From an optimization exercise on the open Yosys and OpenROAD flow, aimed at small area, a short achievable clock period and few clock cycles per item; shortcuts taken in it are not production practice. No functional check of the RTL was part of any run shown here.

`design/flow/config.mk`:
```
export PLATFORM = sky130hd
export DESIGN_NAME = scalar_kalman_filter
export DESIGN_NICKNAME = scalar_kalman_filter
export VERILOG_FILES = /design/flow/design.v
export SDC_FILE = /design/flow/constraint.sdc
export NUM_CORES = 4
export LEC_CHECK = 0
export CAP_MARGIN = 20
export CORE_MARGIN = 2
export CORE_UTILIZATION = 40
export SLEW_MARGIN = 20
```
`design/flow/constraint.sdc`:
```
create_clock -name core_clock -period 12.0 [get_ports {i_clk}]
set_input_delay 2.4000 -clock core_clock [delete_from_list [all_inputs] [get_ports {i_clk}]]
set_output_delay 2.4000 -clock core_clock [all_outputs]
set_load 0.01 [all_outputs]
```
`design/flow/design.v`:
```
`default_nettype none
package skf_pkg;
    localparam int SAMPLE_W = 16;
    localparam int EST_W    = 16;
    localparam int GAIN_W   = 31;
    localparam int CFG_IDX_W = 1;
    localparam int CFG_DAT_W = 32;
    localparam logic [CFG_IDX_W-1:0] REG_MEAS_NOISE = 1'd0;
    localparam logic [CFG_IDX_W-1:0] REG_PROC_NOISE = 1'd1;
    localparam logic [31:0] MEAS_NOISE_RST = 32'd214748365;
    localparam logic [31:0] PROC_NOISE_RST = 32'd536871;
    localparam logic [31:0] COV_RST        = 32'd1073741824;
    localparam logic [3:0] DIV_LAST = 4'd14;
endpackage
`default_nettype wire
`default_nettype none
import skf_pkg::*;
module scalar_kalman_filter
(
    input  wire                       i_clk,
    input  wire                       i_rst_n,
    input  wire                       i_cfg_valid,
    output logic                      o_cfg_ready,
    input  wire       [CFG_IDX_W-1:0] i_cfg_index,
    input  wire       [CFG_DAT_W-1:0] i_cfg_data,
    input  wire                       i_in_valid,
    output logic                      o_in_ready,
    input  wire signed [SAMPLE_W-1:0] i_in_sample,
    output logic                      o_out_valid,
    input  wire                       i_out_ready,
    output logic signed [EST_W-1:0]   o_out_estimate,
    output logic       [GAIN_W-1:0]   o_out_gain
);
    logic        r_idle;      
    logic        r_fin;       
    logic        r_fix;       
    logic        r_div;       
    logic        r_first;     
    logic        r_second;    
    logic        r_last;      
    logic [3:0]  r_cnt;
    logic        r_k30;       
    logic        r_in_ready;
    logic        r_out_valid;
    logic [31:0] r_meas_noise;
    logic [31:0] r_proc_noise;
    logic [31:0] r_pp;        
    logic [32:0] r_den;       
    logic [32:0] r_rem;       
    logic [1:0]  r_d;         
    logic [30:0] r_q;         
    logic [61:0] r_u;         
    logic [61:0] r_x;         
    logic [32:0] r_diff;      
    logic signed [EST_W-1:0] r_est;
    logic accept;
    logic start;
    logic stall;
    assign accept = i_in_valid && r_in_ready;
    assign start  = accept;
    assign stall  = r_second && r_out_valid;
    assign o_in_ready     = r_in_ready;
    assign o_cfg_ready    = 1'b1;
    assign o_out_valid    = r_out_valid;
    assign o_out_estimate = r_est;
    assign o_out_gain     = r_q;
    logic [31:0] p_cur;
    logic [31:0] x_cur;
    assign p_cur = r_u[61:30];
    assign x_cur = r_x[61:30];
    logic sel_p;
    logic sel_d;
    assign sel_p = r_idle || r_fin;
    assign sel_d = sel_p || r_fix;
    logic [32:0] pred_sum;
    logic [31:0] pp;
    logic        pp_sat;
    assign pp_sat   = pred_sum[32];
    assign pp       = pp_sat ? 32'hFFFF_FFFF : pred_sum[31:0];
    logic [31:0] den_a;
    logic [31:0] den_b;
    logic [32:0] den_sum;
    logic        r_zero;
    logic        pq_zero;
    logic        k30;
    assign den_a   = p_cur | {32{r_fix}};
    assign den_b   = r_proc_noise & {32{!r_fix}};
    assign r_zero  = (r_meas_noise == 32'd0);
    assign pq_zero = (p_cur == 32'd0) && (r_proc_noise == 32'd0);
    assign k30     = r_zero && !pq_zero;
    logic [35:0] rem4;
    logic [35:0] den1;
    logic [35:0] t1;
    logic [35:0] s1;
    logic [35:0] s3_a;
    logic [35:0] s3_s;
    logic [35:0] s3_c;
    logic [35:0] s3;
    logic        k1;
    logic        ok1;
    logic        ok3;
    logic [1:0]  digit;
    logic [32:0] rem_next;
    assign rem4 = {1'b0, r_rem, 2'b00};
    assign den1 = {3'b000, r_den};
    assign t1   = {2'b00, r_rem, 1'b0} - den1;
    assign s1   = rem4 - den1;
    assign s3_a = {1'b0, r_rem, 2'b10};
    assign s3_s = s3_a ^ ~{den1[34:0], 1'b0} ^ ~den1;
    assign s3_c = {(s3_a[34:0] & ~{den1[33:0], 1'b0}) | (s3_a[34:0] & ~den1[34:0])
                   | (~{den1[33:0], 1'b0} & ~den1[34:0]), 1'b0};
    assign s3   = s3_s + s3_c;
    assign k1   = !t1[35];
    assign ok1  = !s1[35];
    assign ok3  = !s3[35];
    assign digit = {k1, k1 ? ok3 : ok1};
    always_comb begin
        unique case (digit)
            2'd3:    rem_next = s3[32:0];
            2'd2:    rem_next = {t1[31:0], 1'b0};
            2'd1:    rem_next = s1[32:0];
            default: rem_next = rem4[32:0];
        endcase
    end
    function automatic logic [61:0] add62(input logic [61:0] a, input logic [61:0] b);
        logic [61:0] g;
        logic [61:0] p;
        logic [61:0] gg;
        logic [61:0] pp;
        g  = a & b;
        p  = a ^ b;
        gg = g;
        pp = p;
        for (int l = 0; l < 6; l++) begin
            for (int i = 0; i < 62; i++) begin
                if ((i % (2 << l)) == (2 << l) - 1) begin
                    gg[i] = gg[i] | (pp[i] & gg[i - (1 << l)]);
                    pp[i] = pp[i] & pp[i - (1 << l)];
                end
            end
        end
        for (int l = 4; l >= 0; l--) begin
            for (int i = 0; i < 62; i++) begin
                if (i >= (3 << l) - 1 && ((i - ((3 << l) - 1)) % (2 << l)) == 0) begin
                    gg[i] = gg[i] | (pp[i] & gg[i - (1 << l)]);
                    pp[i] = pp[i] & pp[i - (1 << l)];
                end
            end
        end
        add62 = p ^ {gg[60:0], 1'b0};
    endfunction
    logic        rnd;
    logic [61:0] u_a;
    logic [61:0] u_b;
    logic [61:0] u_m;
    logic [61:0] u_s;
    logic [61:0] u_c;
    logic [61:0] u_next;
    logic [61:0] x_a;
    logic [61:0] x_b;
    logic [61:0] x_m;
    logic [61:0] x_s;
    logic [61:0] x_c;
    logic [61:0] x_next;
    logic [61:0] pp_w;
    logic [61:0] diff_w;
    assign rnd    = r_second;
    assign pp_w   = {30'd0, r_pp};
    assign diff_w = {{29{r_diff[32]}}, r_diff};
    assign u_a    = sel_p ? {30'd0, p_cur} : {r_u[59:0], rnd, 1'b1};
    assign u_b    = sel_p ? {30'd0, r_proc_noise} : ~(r_d[1] ? {pp_w[60:0], 1'b0} : 62'd0);
    assign u_m    = sel_p ? 62'd0 : ~(r_d[0] ? pp_w : 62'd0);
    assign u_s    = u_a ^ u_b ^ u_m;
    assign u_c    = {(u_a[60:0] & u_b[60:0]) | (u_a[60:0] & u_m[60:0]) | (u_b[60:0] & u_m[60:0]), !sel_p};
    assign u_next = u_s + u_c;
    assign pred_sum = u_next[32:0];
    assign x_a    = sel_d ? {30'd0, den_a} : {r_x[59:0], rnd, 1'b0};
    assign x_b    = sel_d ? {30'd0, den_b} : (r_d[1] ? {diff_w[60:0], 1'b0} : 62'd0);
    assign x_m    = sel_d ? {30'd0, r_meas_noise} : (r_d[0] ? diff_w : 62'd0);
    assign x_s    = x_a ^ x_b ^ x_m;
    assign x_c    = {(x_a[60:0] & x_b[60:0]) | (x_a[60:0] & x_m[60:0]) | (x_b[60:0] & x_m[60:0]), 1'b0};
    assign x_next = x_s + x_c;
    assign den_sum = x_next[32:0];
    logic [61:0] diff_sum;
    logic [32:0] diff_next;
    assign diff_sum  = add62({29'd0, r_diff[32:1], 1'b1}, {29'd0, ~r_x[32:0]});
    assign diff_next = diff_sum[32:0];
    logic [31:0] x_new;
    logic [15:0] est_new;
    assign x_new   = r_x[61:30];
    assign est_new = (x_new[31:16] == 16'h7FFF) ? 16'h7FFF : x_new[31:16] + {15'd0, x_new[15]};
    logic step;
    logic acc;
    assign step = r_div && !stall;
    assign acc  = (step && !r_first) || r_last;
    always_ff @(posedge i_clk) begin
        if (!i_rst_n) begin
            r_idle       <= 1'b1;
            r_fin        <= 1'b0;
            r_fix        <= 1'b0;
            r_div        <= 1'b0;
            r_first      <= 1'b0;
            r_second     <= 1'b0;
            r_last       <= 1'b0;
            r_in_ready   <= 1'b1;
            r_out_valid  <= 1'b0;
            r_meas_noise <= MEAS_NOISE_RST;
            r_proc_noise <= PROC_NOISE_RST;
        end else begin
            if (i_cfg_valid) begin
                if (i_cfg_index == REG_MEAS_NOISE) begin
                    r_meas_noise <= i_cfg_data;
                end else begin
                    r_proc_noise <= i_cfg_data;
                end
            end
            r_in_ready <= ((r_idle || r_fin) && !start) || r_last;
            if (r_fin) begin
                r_out_valid <= 1'b1;
            end else if (i_out_ready) begin
                r_out_valid <= 1'b0;
            end
            r_idle   <= (r_idle || r_fin) && !start;
            r_fix    <= start && pp_sat;
            r_first  <= (start && !pp_sat) || r_fix;
            r_second <= (step && r_first) || stall;
            r_last   <= step && (r_cnt == 4'd0);
            r_fin    <= r_last;
            if ((start && !pp_sat) || r_fix) begin
                r_div <= 1'b1;
            end else if (step && (r_cnt == 4'd0)) begin
                r_div <= 1'b0;
            end
        end
    end
    always_ff @(posedge i_clk) begin
        if (!i_rst_n) begin
            r_u[61:30] <= COV_RST;
            r_x[61:30] <= 32'd0;
        end else if (start) begin
            r_u[61:30] <= {30'd0, k30 ? 2'b00 : pp[31:30]};
            r_x[61:30] <= k30 ? {{30{i_in_sample[15]}}, i_in_sample[15:14]}
                              : {{30{x_cur[31]}}, x_cur[31:30]};
        end else if (acc) begin
            r_u[61:30] <= u_next[61:30];
            r_x[61:30] <= x_next[61:30];
        end
    end
    always_ff @(posedge i_clk) begin
        if (r_fin) begin
            r_est <= est_new;
        end
        if (start || r_fix) begin
            r_den <= {den_sum[32:1], den_sum[0] | (r_zero && pq_zero && !r_fix)};
            r_cnt <= DIV_LAST;
        end
        if (start) begin
            r_pp   <= pp;
            r_k30  <= k30;
            r_rem  <= k30 ? 33'd0 : {1'b0, pp};
            r_u[29:0] <= k30 ? 30'd0 : pp[29:0];
            r_x[29:0] <= k30 ? {i_in_sample[13:0], 16'h0000} : x_cur[29:0];
            r_diff    <= {i_in_sample[15], i_in_sample, 16'h0000};
        end
        if (step) begin
            r_cnt <= r_cnt - 4'd1;
            r_rem <= rem_next;
            r_d   <= digit;
            if (r_first) begin
                r_diff <= diff_next;
            end
        end
        if (acc) begin
            r_u[29:0] <= u_next[29:0];
            r_x[29:0] <= x_next[29:0];
            r_q <= {r_last ? r_k30 : r_q[28], r_q[27:0], r_d};
        end
    end
endmodule
`default_nettype wire
```
`design/flow/flow/run.sh`:
```
#!/bin/bash
# Standard layout (the standard.sh, unchanged synthesis), with timing repair aiming for
# 7.5 ns of setup slack at the design's clock period, and plain buffers on the ports.
# The clock and constraints are unchanged.
set -euo pipefail
bash standard.sh SETUP_SLACK_MARGIN=7.5 'BUFFER_PORTS_ARGS=-buffer_cell sky130_fd_sc_hd__buf_2' finish > standard.log 2>&1
```
`design/flow/standard.sh`:
```
#!/bin/bash
# synth_recipe.tcl (not shown) runs the flow's synth.tcl, then flattens the netlist and writes it again
# the make line also repeats each setting of config.mk as NAME=value (left out here)
make -C /OpenROAD-flow-scripts/flow DESIGN_CONFIG=/design/flow/config.mk WORK_HOME=/design/flow/orfs CLKGATE_MAP_FILE= SYNTH_SCRIPT=/design/flow/synth_recipe.tcl "${@:-finish}"
```
==> impl_metrics.csv, run 1 <==
group,metric,value,unit
outcome,status,"complete, no violations",
worst_setup_path,crit_slowest_cell,"fa_1",
worst_setup_path,path_cells,"or2_4 -> buf_6 -> nor2_4 -> and2_4 -> buf_12 -> buf_6 -> nand2_8 -> fa_1 -> inv_1 -> ha_4 -> and4_4 -> nand2b_4 -> or3_4 -> or3_4 -> o21ba_4 -> o31ai_4 -> nor2b_4 -> a31oi_1 -> mux2i_1 -> a21o_1",
floorplan,fp.dieH,289,microns
timing,slew_headroom,0.277,
worst_setup_path,crit_fanout,6,
detailed_routing,post_drt_wl_per_cell,24.5,microns
final_layout,final_common_cell,"nand2_1",
worst_setup_path,crit_required,12.48,ns
logic_synthesis,ys_seq_area_frac,0.300,
clock_tree,clk_pin_slew,0.07,ns
global_routing,grt_util_all_layers,0.294,
timing,slew_viol_final,0,
floorplan,pin_count,104,
final_layout,final_cell_area,39400,sq um
logic_synthesis,synth_edf_count,212,
timing,fin_skew,0.0283,ns
floorplan,die_w,289,microns
clock_tree,cts.sinks,382,
worst_setup_path,critPathArrivalTime,5.15,ns
logic_synthesis,synth-seq-cells,382,
detailed_routing,drc,0,
floorplan,fp.dieArea,83700,sq um
clock_tree,cts_root_buffer,"clkbuf_16",
timing,max_freq,214,MHz
floorplan,core_area,80500,sq um
logic_synthesis,avgSynthCellArea,8.34,sq um
detailed_routing,antenna_left,0,
floorplan,num_rows,104,
timing,finalSetupTns,0,ns
clock_tree,cts_hold_buf,0,
detailed_routing,totalWireLength,126000,microns
final_layout,area_growth,21.1,%
timing,period_share,0.389,
flow_run,maxCapViolCount,0,
worst_setup_path,cp-start-kind,"register",
logic_synthesis,syn_area,32500,sq um
final_layout,final_layout_size_suffix_gt1_frac,0.179,
global_routing,grt_pass1_vias,29000,
global_routing,gr-total-overflow,0,
clock_tree,cts_inserted_buffers,44,
detailed_routing,drt_iter0_drc,3124,
hold_path,hold_path_depth,0,
final_layout,n_fill_cell,7599,
global_routing,grt_max_degree,68,
detailed_routing,dr.pass1.iters,6,
placed_design,port_buffers,102,
detailed_routing,viasPerCell,6.06,
detailed_routing,routed-via-count,31200,
final_layout,layout_common_cells,"nand2_1, a21oi_1, inv_1",
hold_path,min_path_type,"reg2reg",
clock_tree,cts.path.max_buffers,3,
logic_synthesis,yosys_warnings,1,
worst_setup_path,worstRegToRegCells,20,
logic_synthesis,syn_inst,3901,
final_layout,final_nets,4487,
global_routing,antenna_found_initial,8,
clock_tree,insertion_delay,0.60,ns
clock_tree,cts_tree,"yes",
timing,final_hold_viol_count,0,
timing,rsz0062_at_grt,"true",
worst_setup_path,slowest_delay,0.54,ns
global_routing,grt_pass1_wl,185000,microns
placed_design,dpl_cell_area,34100,sq um
placed_design,place.gp.congestion,0.980,
logic_synthesis,synthArstFlopShare,0,
worst_setup_path,critical_path_class,"reg2reg",
placed_design,dp_hpwl,89900,microns
logic_synthesis,synth-main-ff-cell,"edfxtp_1",
timing,worstMarginPinSlew,1.07,ns
floorplan,start_util,0.404,
clock_tree,h-tree-depth,2,
timing,setup_violations,0,
timing,period_needed,4.67,ns
logic_synthesis,yosysUniqueCellTypes,83,
logic_synthesis,syn_nets,4327,
worst_setup_path,critical_path.endpoint_type,"register",
## through the flow
stage	util	setup slack [ns]	hold slack (ns)	cells
3_5_place_dp	0.424	5.66	0.428	4896
5_1_grt	0.489	7.16	0.450	5155
3_3_place_gp	0.424	5.72	0.422	4896
4_1_cts	0.474	7.34	0.442	5109
2_1_floorplan	-	7.39	0.424	3901
6_report	0.489	7.33	0.441	5157
## cells by family after synthesis
kind of cell / after synthesis / share of synthesized area
AOI/OAI and AO/OA: 1139 / 0.224
xor gates and xnor gates: 218 / 0.0587
adders and majority gates: 372 / 0.176
buffers and inverters: 468 / 0.0554
DFF: 382 / 0.300
muxes: 11 / 0.00342
other: 1 / 0.000115
and+or+nand+nor: 1310 / 0.182
## registers in the layout (all words and copies together) (netlist names), 32 cells and up
register / count
r_den: 33
r_diff: 33
r_meas_noise: 32
r_pp: 32
r_proc_noise: 32
r_rem: 33
r_u: 62
r_x: 62
## cells in the mapped netlist (34+ instances only)
master / instances / area (sq um)
nand2_1: 649 / 2440
a21oi_1: 377 / 1890
inv_1: 260 / 976
ha_1: 228 / 2850
edfxtp_1: 212 / 6370
nor2_1: 202 / 758
o21ai_0: 199 / 996
clkbuf_1: 170 / 638
dfxtp_1: 170 / 3400
fa_1: 144 / 2880
xnor2_1: 128 / 1120
nand3_1: 124 / 621
a21o_1: 114 / 856
xor2_1: 90 / 788
a31oi_1: 62 / 388
a211oi_1: 55 / 413
a21boi_0: 55 / 413
and3_1: 55 / 344
nand4_1: 46 / 288
nor3_1: 40 / 200
o21bai_1: 37 / 278
nor4_1: 34 / 213
## layout make-up
| class | instances | area (sq um) | area share |
|---|---|---|---|
| multi-input cells | 3060 | 23200 | 0.588 |
| flip-flops and latches | 382 | 9780 | 0.248 |
| repair buffers | 309 | 2620 | 0.0665 |
| well taps | 1060 | 1330 | 0.0336 |
| clock buffers | 64 | 1320 | 0.0335 |
| inverters | 260 | 1000 | 0.0255 |
| clock inverters | 16 | 139 | 0.00352 |
| repair inverters | 4 | 47.5 | 0.00121 |
| diodes | 2 | 5.00 | 0.000127 |
## worst paths after layout
check | start | to | slack, ns
hold / removal | r_q[13] | r_q[15] | 0.44
hold reg to reg | r_q[13] | r_q[15] | 0.44
setup / recovery | r_idle | r_x[55] | 7.33
setup reg to reg | r_idle | r_x[55] | 7.33
## routing by layer
| layer | vias to the layer above | routed length (microns) | global-route usage |
|---|---|---|---|
| met5 | - | 78 | 0 |
| met4 | 12 | 7960 | 0.156 |
| met3 | 429 | 12900 | 0.0731 |
| li1 | 14200 | - | - |
| met1 | 15000 | 51200 | 0.388 |
| met2 | 1603 | 54400 | 0.441 |
## what timing repair did
action                                 4_1_cts  5_1_grt
pin swaps                                   72       85
cloned                                      20        0
buffers inserted                           113       46
setup endpoints to repair                  218      173
endpoints found under the hold margin        0        0
resized for setup                          266      199
## critical path: cells and delay by family, from the launching register on
kind                     cells  cell delay, ns
flip-flops                   1            0.33
buffers and inverters        4            0.50
AND/OR/NAND/NOR              9            1.99
adder cells (fa/ha/maj)      2            0.86
AO/OA/AOI/OAI                4            0.71
multiplexers                 1            0.13
==> run 2, diff against run 1 <==
--- a/design/flow/design.v
+++ b/design/flow/design.v
@@ -68,23 +68,25 @@
     logic [31:0] x_cur;
     assign p_cur = r_u[61:30];
     assign x_cur = r_x[61:30];
-    logic sel_p;
-    logic sel_d;
-    assign sel_p = r_idle || r_fin;
-    assign sel_d = sel_p || r_fix;
     logic [32:0] pred_sum;
     logic [31:0] pp;
     logic        pp_sat;
+    assign pred_sum = {1'b0, p_cur} + {1'b0, r_proc_noise};
     assign pp_sat   = pred_sum[32];
     assign pp       = pp_sat ? 32'hFFFF_FFFF : pred_sum[31:0];
     logic [31:0] den_a;
     logic [31:0] den_b;
+    logic [32:0] den_s;
+    logic [32:0] den_c;
     logic [32:0] den_sum;
     logic        r_zero;
     logic        pq_zero;
     logic        k30;
     assign den_a   = p_cur | {32{r_fix}};
     assign den_b   = r_proc_noise & {32{!r_fix}};
+    assign den_s   = {1'b0, den_a ^ den_b ^ r_meas_noise};
+    assign den_c   = {(den_a & den_b) | (den_a & r_meas_noise) | (den_b & r_meas_noise), 1'b0};
+    assign den_sum = den_s + den_c;
     assign r_zero  = (r_meas_noise == 32'd0);
     assign pq_zero = (p_cur == 32'd0) && (r_proc_noise == 32'd0);
     assign k30     = r_zero && !pq_zero;
@@ -150,37 +152,51 @@
         add62 = p ^ {gg[60:0], 1'b0};
     endfunction
     logic        rnd;
-    logic [61:0] u_a;
-    logic [61:0] u_b;
-    logic [61:0] u_m;
-    logic [61:0] u_s;
-    logic [61:0] u_c;
+    logic [61:0] pp_w;
+    logic [33:0] u_a;
+    logic [33:0] u_b;
+    logic [33:0] u_m;
+    logic [33:0] u_s;
+    logic [34:0] u_c;
+    logic [35:0] u_lo;
+    logic [27:0] u_h2;
+    logic [27:0] u_h1;
+    logic [27:0] u_h0;
     logic [61:0] u_next;
-    logic [61:0] x_a;
-    logic [61:0] x_b;
-    logic [61:0] x_m;
-    logic [61:0] x_s;
-    logic [61:0] x_c;
+    logic [33:0] x_a;
+    logic [33:0] x_b;
+    logic [33:0] x_m;
+    logic [33:0] x_s;
+    logic [34:0] x_c;
+    logic [35:0] x_lo;
+    logic [1:0]  x_v;
+    logic [27:0] x_h0;
+    logic [27:0] x_h1;
+    logic [27:0] x_h2;
     logic [61:0] x_next;
-    logic [61:0] pp_w;
-    logic [61:0] diff_w;
     assign rnd    = r_second;
     assign pp_w   = {30'd0, r_pp};
-    assign diff_w = {{29{r_diff[32]}}, r_diff};
-    assign u_a    = sel_p ? {30'd0, p_cur} : {r_u[59:0], rnd, 1'b1};
-    assign u_b    = sel_p ? {30'd0, r_proc_noise} : ~(r_d[1] ? {pp_w[60:0], 1'b0} : 62'd0);
-    assign u_m    = sel_p ? 62'd0 : ~(r_d[0] ? pp_w : 62'd0);
+    assign u_a    = {r_u[31:0], rnd, 1'b1};
+    assign u_b    = ~(r_d[1] ? {1'b0, r_pp, 1'b0} : 34'd0);
+    assign u_m    = ~(r_d[0] ? {2'b00, r_pp} : 34'd0);
     assign u_s    = u_a ^ u_b ^ u_m;
-    assign u_c    = {(u_a[60:0] & u_b[60:0]) | (u_a[60:0] & u_m[60:0]) | (u_b[60:0] & u_m[60:0]), !sel_p};
-    assign u_next = u_s + u_c;
-    assign pred_sum = u_next[32:0];
-    assign x_a    = sel_d ? {30'd0, den_a} : {r_x[59:0], rnd, 1'b0};
-    assign x_b    = sel_d ? {30'd0, den_b} : (r_d[1] ? {diff_w[60:0], 1'b0} : 62'd0);
-    assign x_m    = sel_d ? {30'd0, r_meas_noise} : (r_d[0] ? diff_w : 62'd0);
+    assign u_c    = {(u_a & u_b) | (u_a & u_m) | (u_b & u_m), 1'b1};
+    assign u_lo   = {2'b00, u_s} + {1'b0, u_c};
+    assign u_h2   = r_u[59:32];
+    assign u_h1   = r_u[59:32] - 28'd1;
+    assign u_h0   = r_u[59:32] - 28'd2;
+    assign u_next = {u_lo[35] ? u_h2 : (u_lo[34] ? u_h1 : u_h0), u_lo[33:0]};
+    assign x_a    = {r_x[31:0], rnd, 1'b0};
+    assign x_b    = r_d[1] ? {r_diff, 1'b0} : 34'd0;
+    assign x_m    = r_d[0] ? {r_diff[32], r_diff} : 34'd0;
     assign x_s    = x_a ^ x_b ^ x_m;
-    assign x_c    = {(x_a[60:0] & x_b[60:0]) | (x_a[60:0] & x_m[60:0]) | (x_b[60:0] & x_m[60:0]), 1'b0};
-    assign x_next = x_s + x_c;
-    assign den_sum = x_next[32:0];
+    assign x_c    = {(x_a & x_b) | (x_a & x_m) | (x_b & x_m), 1'b0};
+    assign x_lo   = {2'b00, x_s} + {1'b0, x_c};
+    assign x_v    = {1'b0, r_d[1] & r_diff[32]} + {1'b0, r_d[0] & r_diff[32]};
+    assign x_h0   = r_x[59:32] - {26'd0, x_v};
+    assign x_h1   = x_h0 + 28'd1;
+    assign x_h2   = x_h0 + 28'd2;
+    assign x_next = {x_lo[35] ? x_h2 : (x_lo[34] ? x_h1 : x_h0), x_lo[33:0]};
     logic [61:0] diff_sum;
     logic [32:0] diff_next;
     assign diff_sum  = add62({29'd0, r_diff[32:1], 1'b1}, {29'd0, ~r_x[32:0]});
==> impl_metrics.csv, run 2 <==
group,metric,value,unit
global_routing,gr-total-overflow,0,
worst_setup_path,slowest_delay,0.55,ns
timing,finalSetupTns,0,ns
detailed_routing,post_drt_wl_per_cell,20.3,microns
detailed_routing,dr.pass1.iters,5,
worst_setup_path,crit_slowest_cell,"fa_1",
worst_setup_path,crit_required,12.50,ns
timing,final_hold_viol_count,0,
clock_tree,cts.sinks,382,
final_layout,final_common_cell,"nand2_1",
logic_synthesis,synth-seq-cells,382,
final_layout,layout_common_cells,"nand2_1, inv_1, a21oi_1",
worst_setup_path,path_cells,"buf_12 -> buf_12 -> buf_12 -> and2_1 -> fa_1 -> ha_4 -> a21o_1 -> a31o_4 -> or3_4 -> o2111a_1 -> o21a_1 -> mux2_4 -> mux2i_4 -> nand4_1 -> buf_6 -> or4_4 -> xnor2_2 -> o22ai_1",
logic_synthesis,synthMostInstantiatedCell,"nand2_1",
logic_synthesis,synth_edf_count,212,
clock_tree,cts_root_buffer,"clkbuf_16",
logic_synthesis,synth-main-ff-cell,"edfxtp_1",
worst_setup_path,crit_fanout,6,
logic_synthesis,synth_top_area_frac,0.187,
worst_setup_path,critical_path_class,"reg2reg",
global_routing,grt_max_degree,89,
flow_run,maxCapViolCount,0,
logic_synthesis,synth.area.top_cells,"edfxtp_1, dfxtp_1, ha_1",
placed_design,port_buffers,102,
timing,max_freq,213,MHz
placed_design,place.gp.congestion,0.913,
floorplan,start_util,0.405,
worst_setup_path,critPathMostFrequentCell,"buf_12",
final_layout,final_layout_size_suffix_gt1_frac,0.117,
timing,layout_setup_ws,7.30,ns
clock_tree,cts.path.max_buffers,3,
clock_tree,cts_hold_buf,0,
detailed_routing,drc,0,
logic_synthesis,yosys_warnings,1,
timing,worstMarginPinSlew,1.07,ns
clock_tree,cts_tree,"yes",
final_layout,n_fill_cell,8172,
logic_synthesis,syn_area,34000,sq um
logic_synthesis,yosysUniqueCellTypes,84,
global_routing,antenna_found_initial,6,
logic_synthesis,syn_inst,4021,
global_routing,grt_pass1_vias,28200,
placed_design,dp_cells,5122,
outcome,status,"complete, no violations",
worst_setup_path,critPathArrivalTime,5.21,ns
final_layout,finalNonFillerCells,5306,
logic_synthesis,synthArstFlopShare,0,
global_routing,grt_pass1_wl,163000,microns
detailed_routing,viasPerCell,5.68,
logic_synthesis,ys_seq_area_frac,0.287,
worst_setup_path,critical_path.endpoint_type,"register",
placed_design,dp_hpwl,77400,microns
final_layout,finish.utilization,0.466,
timing,rsz0062_at_grt,"true",
global_routing,grt_util_all_layers,0.239,
clock_tree,h-tree-depth,2,
detailed_routing,drt_iter0_drc,2539,
floorplan,die_w,296,microns
timing,period_needed,4.70,ns
final_layout,final_nets,4608,
floorplan,fp.dieH,296,microns
detailed_routing,antenna_left,0,
worst_setup_path,cp-start-kind,"register",
timing,fin_skew,0.0308,ns
logic_synthesis,avgSynthCellArea,8.45,sq um
detailed_routing,routed-via-count,30100,
hold_path,min_path_type,"reg2reg",
timing,period_share,0.392,
floorplan,pin_count,104,
detailed_routing,totalWireLength,107000,microns
floorplan,num_rows,106,
logic_synthesis,synth_top_area_cell,"edfxtp_1",
floorplan,core_area,84000,sq um
clock_tree,clk_pin_slew,0.06,ns
placed_design,dp_slack,6.48,ns
clock_tree,insertion_delay,0.59,ns
logic_synthesis,syn_nets,4496,
logic_synthesis,synth_commonest_cells,"nand2_1, inv_1, a21oi_1",
final_layout,area_growth,15.2,%
timing,slew_viol_final,0,
floorplan,fp.dieArea,87300,sq um
timing,slew_headroom,0.288,
timing,setup_violations,0,
clock_tree,cts_inserted_buffers,45,
final_layout,reg_top3,"r_u (62), r_x (62)",
-- run 2: cell count changes after synthesis, moves of 35 or more --
cell	delta
a21oi_1	-100
and2_1	+74
ha_1	+44
inv_1	+48
nand2_1	-155
nand2b_1	+53
nor2_1	+53
o211ai_1	+39
o21ai_0	+59
xnor2_1	+35
-- run 2: through the flow --
step / area, sq um / hold WS (ns)
finish: 39200 / 0.446
global placement: 35600 / 0.426
CTS: 38200 / 0.447
detailed placement: 35600 / 0.430
floorplan: 34100 / 0.441
global route: 39200 / 0.460
-- run 2: worst paths after layout --
kind	startpoint	depth (start not counted)	end	slack, ns
setup / recovery	r_d[0]	18	r_x[60]	7.30
hold / removal	r_q[8]	0	r_q[10]	0.45
setup reg to reg	r_d[0]	18	r_x[60]	7.30
hold reg to reg	r_q[8]	0	r_q[10]	0.45
-- run 2: what timing repair did --
action,CTS,global route
setup endpoints to repair,101,84
cloned,5,5
setup buffers,44,44
resized for setup,105,140
pin swaps,36,91
-- run 2: metal layers --
metal,vias to the layer above,part of all wire,GRT usage
met5,-,0.00040,0
met4,6,0.028,0.0718
met3,150,0.070,0.0388
met2,989,0.43,0.358
met1,14500,0.47,0.352
li1,14400,-,-
-- run 2: layout make-up --
| cell class | count | area, sq um | area share |
|---|---|---|---|
| Timing Repair Buffer | 228 | 1820 | 0.0464 |
| Tap cell | 1134 | 1420 | 0.0362 |
| Clock buffer | 60 | 1240 | 0.0318 |
| Clock inverter | 24 | 234 | 0.00597 |
| Multi-Input combinational cell | 3167 | 23500 | 0.600 |
| Antenna cell | 2 | 5.00 | 0.000128 |
| Inverter | 309 | 1160 | 0.0297 |
| Sequential cell | 382 | 9770 | 0.250 |
-- run 2: cells by family after synthesis --
group	count (synthesis)	share of synthesized area
AO/OA/AOI/OAI	1063	0.198
XOR/XNOR	272	0.0707
adder cells (fa/ha/maj)	421	0.188
buffers and inverters	473	0.0527
flip-flops	382	0.287
multiplexers	30	0.00902
other	1	0.000110
AND/OR/NAND/NOR	1379	0.194
-- run 2: worst max-delay path: cells and delay by family, from the launching register on --
| kind | cells | cell delay [ns] |
|---|---|---|
| buffers and inverters | 4 | 0.62 |
| multiplexers | 2 | 0.50 |
| flip-flops | 1 | 0.46 |
| AO/OA/AOI/OAI | 5 | 1.08 |
| adder cells (fa/ha/maj) | 2 | 0.78 |
| AND/OR/NAND/NOR | 4 | 1.05 |
| XOR/XNOR | 1 | 0.14 |

## afterwards: timing with drivers on the ports
How much do the figures lean on ideal ports? The routed layouts below were timed once more, with nothing changed but the port constraints.
Step 1: set_driving_cell puts a clkbuf_16 on i_clk and a buf_2 on each other input, an assumption about the parent block.
Step 2 adds t to the input delays and takes it off the output delays; t is the mean of the earliest and latest rising clock arrival at the registers after step 1. Input paths then give back, and output paths get back, about the clock's delay inside the block.
Three values: ideal ports, drivers, drivers and shift; two values: the first two.
run	t (ns)	setup slack, ns	worst data-port slew with drivers (ns)
run 1	0.654	7.332 / 7.332 / 6.919	0.06
run 2	0.647	7.298 / 7.298 / 7.209	0.09
After both steps setup and hold are still met in every run listed. The setup slack of run 1, which loses most, moves by 0.000 ns with the drivers and by -0.413 ns with both steps.
